This is an optimization exercise on Yosys and OpenROAD, whose aim is small area and a short achievable clock period, not a production implementation.
The RTL was checked by simulation tests, not by an equivalence proof against the original design.
Power figures rest on the tool's default switching activity, not on a simulated workload.

== pepper ==
==> flow/design.v <==
module peripheral_packet_slave #(
  parameter int DEPTH        = 32,
  parameter int READ_LATENCY = 2
) (
  input  logic        clk,
  input  logic        reset,
  input  logic [3:0]  av_nativeaddress,
  input  logic [3:0]  av_byteenable,
  input  logic        av_read,
  input  logic        av_write,
  input  logic [31:0] av_writedata,
  output logic        av_waitrequest,
  output logic [31:0] av_readdata,
  output logic        av_readdatavalid,
  output logic        av_endofpacket,
  input  logic [31:0] st_data,
  input  logic        st_valid,
  input  logic        st_endofpacket,
  output logic        st_ready
);
  logic [32:0]   mem [32];
  logic [4:0]    wr_ptr, rd_ptr;
  logic [5:0]    pkt_cnt;
  logic          empty, full;
  logic [31:0]   scratch [3:15];
  logic          flush, push, pop, clr, inc, dec;
  logic          head_eop;   
  logic [4:0]    rd_inc;
  logic [5:0]    level;
  logic [31:0]   wd_r;
  logic          s0_vld, s0_eop;
  logic [3:0]    s0_addr;
  logic [11:0]   s0_f;
  logic          s1_vld, s1_eop;
  logic [31:0]   s1_dat;
  assign av_waitrequest = av_read & (av_nativeaddress == 4'd0) & empty;
  assign flush    = av_write & (av_nativeaddress == 4'd2) & av_byteenable[0] & av_writedata[0];
  assign st_ready = ~full & ~reset & ~flush;
  assign push     = st_valid & st_ready;
  assign pop      = av_read & ~av_write & (av_nativeaddress == 4'd0) & ~empty;
  assign clr      = reset | flush;
  assign level    = {full, wr_ptr - rd_ptr};
  assign rd_inc   = rd_ptr + 5'd1;
  assign inc      = push & st_endofpacket;
  assign dec      = pop & head_eop;
  always_ff @(posedge clk) begin
    if (~full) mem[wr_ptr] <= {st_endofpacket, st_data};
  end
  always_ff @(posedge clk) begin
    if (clr) begin
      wr_ptr  <= '0;
      rd_ptr  <= '0;
      pkt_cnt <= '0;
      empty   <= 1'b1;
      full    <= 1'b0;
    end else begin
      if (push) wr_ptr <= wr_ptr + 5'd1;
      if (pop)  rd_ptr <= rd_inc;
      if (inc & ~dec)      pkt_cnt <= pkt_cnt + 6'd1;
      else if (dec & ~inc) pkt_cnt <= pkt_cnt - 6'd1;
      empty   <= (empty & ~push) | (level == 6'd1 & pop & ~push);
      full    <= (full & ~pop) | (level == 6'd31 & push & ~pop);
    end
  end
  always_ff @(posedge clk) begin
    if (pop)        head_eop <= (rd_inc == wr_ptr) ? st_endofpacket : mem[rd_inc][32];
    else if (empty) head_eop <= st_endofpacket;
  end
  assign wd_r = av_writedata & {32{~reset}};
  always_ff @(posedge clk) begin
    for (int a = 3; a < 16; a++)
      for (int b = 0; b < 4; b++)
        if (reset | (av_write & (av_nativeaddress == 4'(a)) & av_byteenable[b]))
          scratch[a][8*b +: 8] <= wd_r[8*b +: 8];
  end
  always_ff @(posedge clk) begin
    s0_vld  <= ~reset & av_read & ~av_write & ~av_waitrequest;
    s0_eop  <= head_eop;
    s0_addr <= av_nativeaddress;
    s0_f    <= (av_nativeaddress == 4'd1) ? {pkt_cnt, level} : {7'd0, rd_ptr};
  end
  logic [31:0] msel;
  logic [15:3] ssel;
  logic        stsel;
  logic [31:0] src [45];
  logic [44:0] sel;
  logic [14:0] grp [32];
  logic [31:0] rsp_dat;
  always_comb begin
    for (int i = 0; i < 32; i++) msel[i] = (s0_addr == 4'd0) & (s0_f[4:0] == 5'(i));
    for (int k = 3; k < 16; k++) ssel[k] = (s0_addr == 4'(k));
    stsel = (s0_addr == 4'd1);
    for (int i = 0; i < 32; i++) begin
      src[i] = mem[i][31:0];
      sel[i] = msel[i];
    end
    for (int k = 3; k < 16; k++) begin
      src[32 + k - 3] = scratch[k];
      sel[32 + k - 3] = ssel[k];
    end
  end
  for (genvar b = 0; b < 32; b++) begin : g_bit
    for (genvar g = 0; g < 15; g++) begin : g_grp
      pkt_slave_aoi222 u_aoi (
        .a0(src[3*g][b]),   .s0(sel[3*g]),
        .a1(src[3*g+1][b]), .s1(sel[3*g+1]),
        .a2(src[3*g+2][b]), .s2(sel[3*g+2]),
        .y (grp[b][g])
      );
    end
  end
  always_comb begin
    for (int b = 0; b < 32; b++) rsp_dat[b] = ~&grp[b];
    rsp_dat = rsp_dat | ({32{stsel}} & {10'h000, s0_f[11:6], 10'h000, s0_f[5:0]});
  end
  always_ff @(posedge clk) begin
    s1_vld <= ~reset & s0_vld;
    s1_eop <= ~reset & s0_vld & (s0_addr == 4'd0) & s0_eop;
    s1_dat <= rsp_dat;
  end
  assign av_readdatavalid = s1_vld;
  assign av_readdata      = s1_dat;
  assign av_endofpacket   = s1_eop;
endmodule
module pkt_slave_aoi222 (
  input  logic a0, s0, a1, s1, a2, s2,
  output logic y
);
  assign y = ~((a0 & s0) | (a1 & s1) | (a2 & s2));
endmodule
Settings: LEC_CHECK=0, CAP_MARGIN=20, CORE_MARGIN=2, CORE_UTILIZATION=40, SETUP_SLACK_MARGIN=2.2, SLEW_MARGIN=20, SYNTH_HIERARCHICAL=1; clock period 4.5 ns.
run.sh (not shown) runs the stock make flow with config.mk's settings and CLKGATE_MAP_FILE= SYNTH_SCRIPT=/design/flow/synth_recipe.tcl, a recipe that flattens the netlist after the stock synthesis.
Every stage of the flow completed for pepper, and the final layout passed the timing, design-rule and antenna checks.
Inputs modified between pepper and lagoon:
==> flow/flow/run.sh (new file) <==
#!/bin/bash
set -o pipefail
bash standard.sh \
  BUFFER_PORTS_ARGS="-buffer_cell sky130_fd_sc_hd__buf_2" \
  CTS_ARGS="-sink_clustering_enable -repair_clock_nets -dont_use_dummy_load" \
  RECOVER_POWER=100 \
  finish > make.log 2>&1
==> flow/standard.sh (new file) <==
#!/bin/bash
# synth_recipe.tcl (not shown) runs the flow's synth.tcl, then flattens the netlist and writes it again
# the make line also repeats each setting of config.mk as NAME=value (left out here)
make -C /OpenROAD-flow-scripts/flow DESIGN_CONFIG=/design/flow/config.mk WORK_HOME=/design/flow/orfs CLKGATE_MAP_FILE= SYNTH_SCRIPT=/design/flow/synth_recipe.tcl "${@:-finish}"
removed: flow/run.sh
==> comparison <==
What the final checks of lagoon revealed, after a flow that finished every stage, was a layout that fails on capacitance limit, slew limit. Re critical path required time: lagoon is 1170 ps up on pepper. Comparing met2 layer usage reported by global route for pepper and lagoon, the bigger number came from pepper. Number of placed cells counting well taps, lagoon vs pepper: down slightly. Against pepper as the reference, lagoon delivers a lower net switching power of the design. Total power of lagoon is lower than that of pepper.

re-timing with driven ports:
In the flow no input, the clock included, has a driving cell. The finished layouts below were timed again as built, in two steps. Step 1 (the two cells are an assumption about what drives the block):
set clk [get_ports {clk}]
set_driving_cell -lib_cell sky130_fd_sc_hd__clkbuf_16 $clk
set_driving_cell -lib_cell sky130_fd_sc_hd__buf_2 [delete_from_list [all_inputs] $clk]
Step 2 also shifts input and output timing later by t, the mid clock arrival at the registers, as if the neighbouring blocks saw the same clock. Slacks: ideal / step 1 / step 2; pairs: ideal / step 1.
run	t (ns)	setup slack, ns	slew at the worst register clock pin (ns)	slew violations
pepper	0.841	1.684 / 1.652 / 1.081	0.07 / 0.07	0 / 0
lagoon	0.802	1.003 / 1.003 / 0.449	0.06 / 0.06	788 / 873
With drivers on, slew violations rise in lagoon. The setup slack of pepper, which loses most, moves by -0.032 ns with the drivers and by -0.603 ns with both steps.
